Background: an optimization exercise with open tools, aiming at small area and a short achievable clock period. Do not read the settings as production practice. The RTL was checked by simulation tests, not by an equivalence proof against the original design. No activity file was given, so power comes from the tool's default toggle rates.

Design matvec_alu_top, start of the top module:
module matvec_alu_top (
    input  logic        clk,
    input  logic        rst,
    input  logic        in_valid,
    input  logic [31:0] mat_word,
    input  logic [31:0] vec_word,
    input  logic [2:0]  pattern,
    output logic        out_valid,
    output logic [25:0] res_0,
    output logic [25:0] res_1,
    output logic [25:0] res_2,
    output logic [25:0] res_3
);
Settings: LEC_CHECK=0, CAP_MARGIN=20, CORE_MARGIN=2, CORE_UTILIZATION=40, CTS_BUF_LIST=sky130_fd_sc_hd__clkbuf_4, CTS_CLUSTER_SIZE=30, SETUP_SLACK_MARGIN=1.8, SLEW_MARGIN=20, SYNTH_HIERARCHICAL=1; clock period 5.2 ns.
standard.sh (not shown) runs the stock make flow with config.mk's settings and CLKGATE_MAP_FILE= SYNTH_SCRIPT=/design/flow/synth_recipe.tcl, a recipe that flattens the netlist after the stock synthesis.
==> flow/flow/run.sh <==
#!/bin/bash
# standard layout, with plain buf_1 cells as the port buffers
set -euo pipefail
export BUFFER_PORTS_ARGS="-buffer_cell sky130_fd_sc_hd__buf_1"
bash standard.sh > standard.log 2>&1
Change:
- SETUP_SLACK_MARGIN: 1.8 -> 2.0
After rerunning:
- The new run produced a clean layout
- wire length rose by 2.8%
- setup slack gains 0.082 ns
- design area rose by 3.1%
- via count rose by 0.93%
- total power rose by 4.9%
- final cell count rose by 0.40%
- clock-buffer cell count fell by 3
- sequential power barely changes

---

matvec_alu_top, a different RTL version from the one above (not shown whole).
For scale: roughly 1600 cells after synthesis.
clock: 5.2 ns
lec_check: 0
cap_margin: 20
core_margin: 2
core_utilization: 40
cts_cluster_diameter: 120
cts_cluster_size: 24
setup_slack_margin: 1.75
slew_margin: 20
synth_hierarchical: 1
Scripts as last shown in full above: flow/flow/run.sh
Change:
CTS_CLUSTER_DIAMETER = default   (was 120)
CTS_CLUSTER_SIZE = default   (was 24)
SETUP_SLACK_MARGIN = 1.9   (was 1.75)
After rerunning:
- worst setup slack gains 0.080 ns
- worst hold slack loses 0.041 ns
- clock power came out higher by 55%
- cell count rises by 1.2%
- via count grows by 0.75%
- critical path depth stays the same
- global-route usage went up by 0.18 points
- non-clock buffer count went down by 1
- flip-flop and latch count stays the same
- clock-buffer cell count rose by 21
- sequential share of layout area fell by 0.84 points
Change:
ABC_AREA = 1   (was default)
CTS_CLUSTER_DIAMETER = 120   (was default)
CTS_CLUSTER_SIZE = 24   (was default)
=>
- The new run completed with no timing, DRC or antenna violations
- core utilization is lower by 2.4 points
- first-iteration DRC count is higher by about 17%
- cell area is higher by 7.8%
- total power is lower by about 13%
- via count is higher by 37%
Change:
ABC_AREA = default   (was 1)
CTS_CLUSTER_DIAMETER = 100   (was 120)
CTS_CLUSTER_SIZE = 30   (was 24)
Wire length drops by 20%.
Synthesized area went down by 12%.
Total power went up by 8.8%.
Clock power is lower by about 3%.
Worst setup slack got worse by 0.16 ns.
Final area came out lower by 9.2%.
Core utilization went up by 1.5 points.
Die area went down by 12%.
Final cell count came out lower by 34%.
Synthesized cell count came out lower by 40%.
Sequential power hardly moves.

---

Another version of the RTL of matvec_alu_top (not shown whole).
==> flow/design.v (excerpt) <==
module matvec_alu_top (
    input  logic        clk,
    input  logic        rst,
    input  logic        in_valid,
    input  logic [31:0] mat_word,
    input  logic [31:0] vec_word,
    input  logic [2:0]  pattern,
    output logic        out_valid,
    output logic [25:0] res_0,
    output logic [25:0] res_1,
    output logic [25:0] res_2,
    output logic [25:0] res_3
);
==> flow/config.mk <==
export PLATFORM = sky130hd
export DESIGN_NAME = matvec_alu_top
export DESIGN_NICKNAME = matvec_alu_top
export VERILOG_FILES = /design/flow/design.v
export SDC_FILE = /design/flow/constraint.sdc
export NUM_CORES = 4
export LEC_CHECK = 0
export CAP_MARGIN = 20
export CORE_MARGIN = 2
export CORE_UTILIZATION = 40
export CTS_BUF_LIST = sky130_fd_sc_hd__clkbuf_4
export SETUP_SLACK_MARGIN = 1.6
export SLEW_MARGIN = 20
==> flow/constraint.sdc <==
create_clock -name core_clock -period 5.2 [get_ports {clk}]
set_input_delay 1.0400 -clock core_clock [delete_from_list [all_inputs] [get_ports {clk}]]
set_output_delay 1.0400 -clock core_clock [all_outputs]
set_load 0.01 [all_outputs]
Scripts as last shown in full above: flow/flow/run.sh
The first run completed with no timing, DRC or antenna violations.
Edit:
==> flow/run.sh (new file) <==
#!/bin/bash
# synth_recipe.tcl (not shown) runs the flow's synth.tcl, then flattens the netlist and writes it again
# the make line also repeats each setting of config.mk as NAME=value (left out here)
make -C /OpenROAD-flow-scripts/flow DESIGN_CONFIG=/design/flow/config.mk WORK_HOME=/design/flow/orfs CLKGATE_MAP_FILE= SYNTH_SCRIPT=/design/flow/synth_recipe.tcl finish
- ABC_AREA: default -> 1
- CTS_BUF_LIST: sky130_fd_sc_hd__clkbuf_4 -> default
- SETUP_SLACK_MARGIN: 1.6 -> 1.0
removed: flow/flow/run.sh
removed: flow/standard.sh
Synthesized area rises by a little under a tenth.
Wire length rises by a quarter to a third.
Total power rises by a few percent.
Die area rises by a little under a tenth.

==> static timing again, ports no longer ideal <==
In the flow no input, the clock included, has a driving cell. The finished layouts below were timed again as built, in two steps. Step 1 sets driving cells, clkbuf_16 on the clock port and buf_2 on the other inputs (assumed; they add their load-dependent delay and slew). Step 2 also shifts input and output timing later by t, the mid clock arrival at the registers, as if the neighbouring blocks saw the same clock. a / b / c = ideal ports / drivers / drivers and shift; a / b = the first two.
run	shift t [ns]	slack for setup (ns)	worst setup path after step 2	pins driven straight from the clock port
the first run of note 1	0.768	1.780 / 1.780 / 1.780	register to register	1
the second run of note 1	0.814	1.861 / 1.861 / 1.861	register to register	1
the first run of note 2	0.543	1.900 / 1.900 / 1.900	register to register	1
the second run of note 2	0.593	1.981 / 1.955 / 1.981	register to register	1
the third run of note 2	0.566	2.138 / 2.138 / 2.138	register to register	1
the fourth run of note 2	0.540	1.981 / 1.981 / 1.981	register to register	1
the first run of note 3	0.834	1.732 / 1.732 / 1.732	register to register	1
the second run of note 3	0.607	1.766 / 1.766 / 1.766	register to register	1
After both steps every run listed still meets setup and hold.
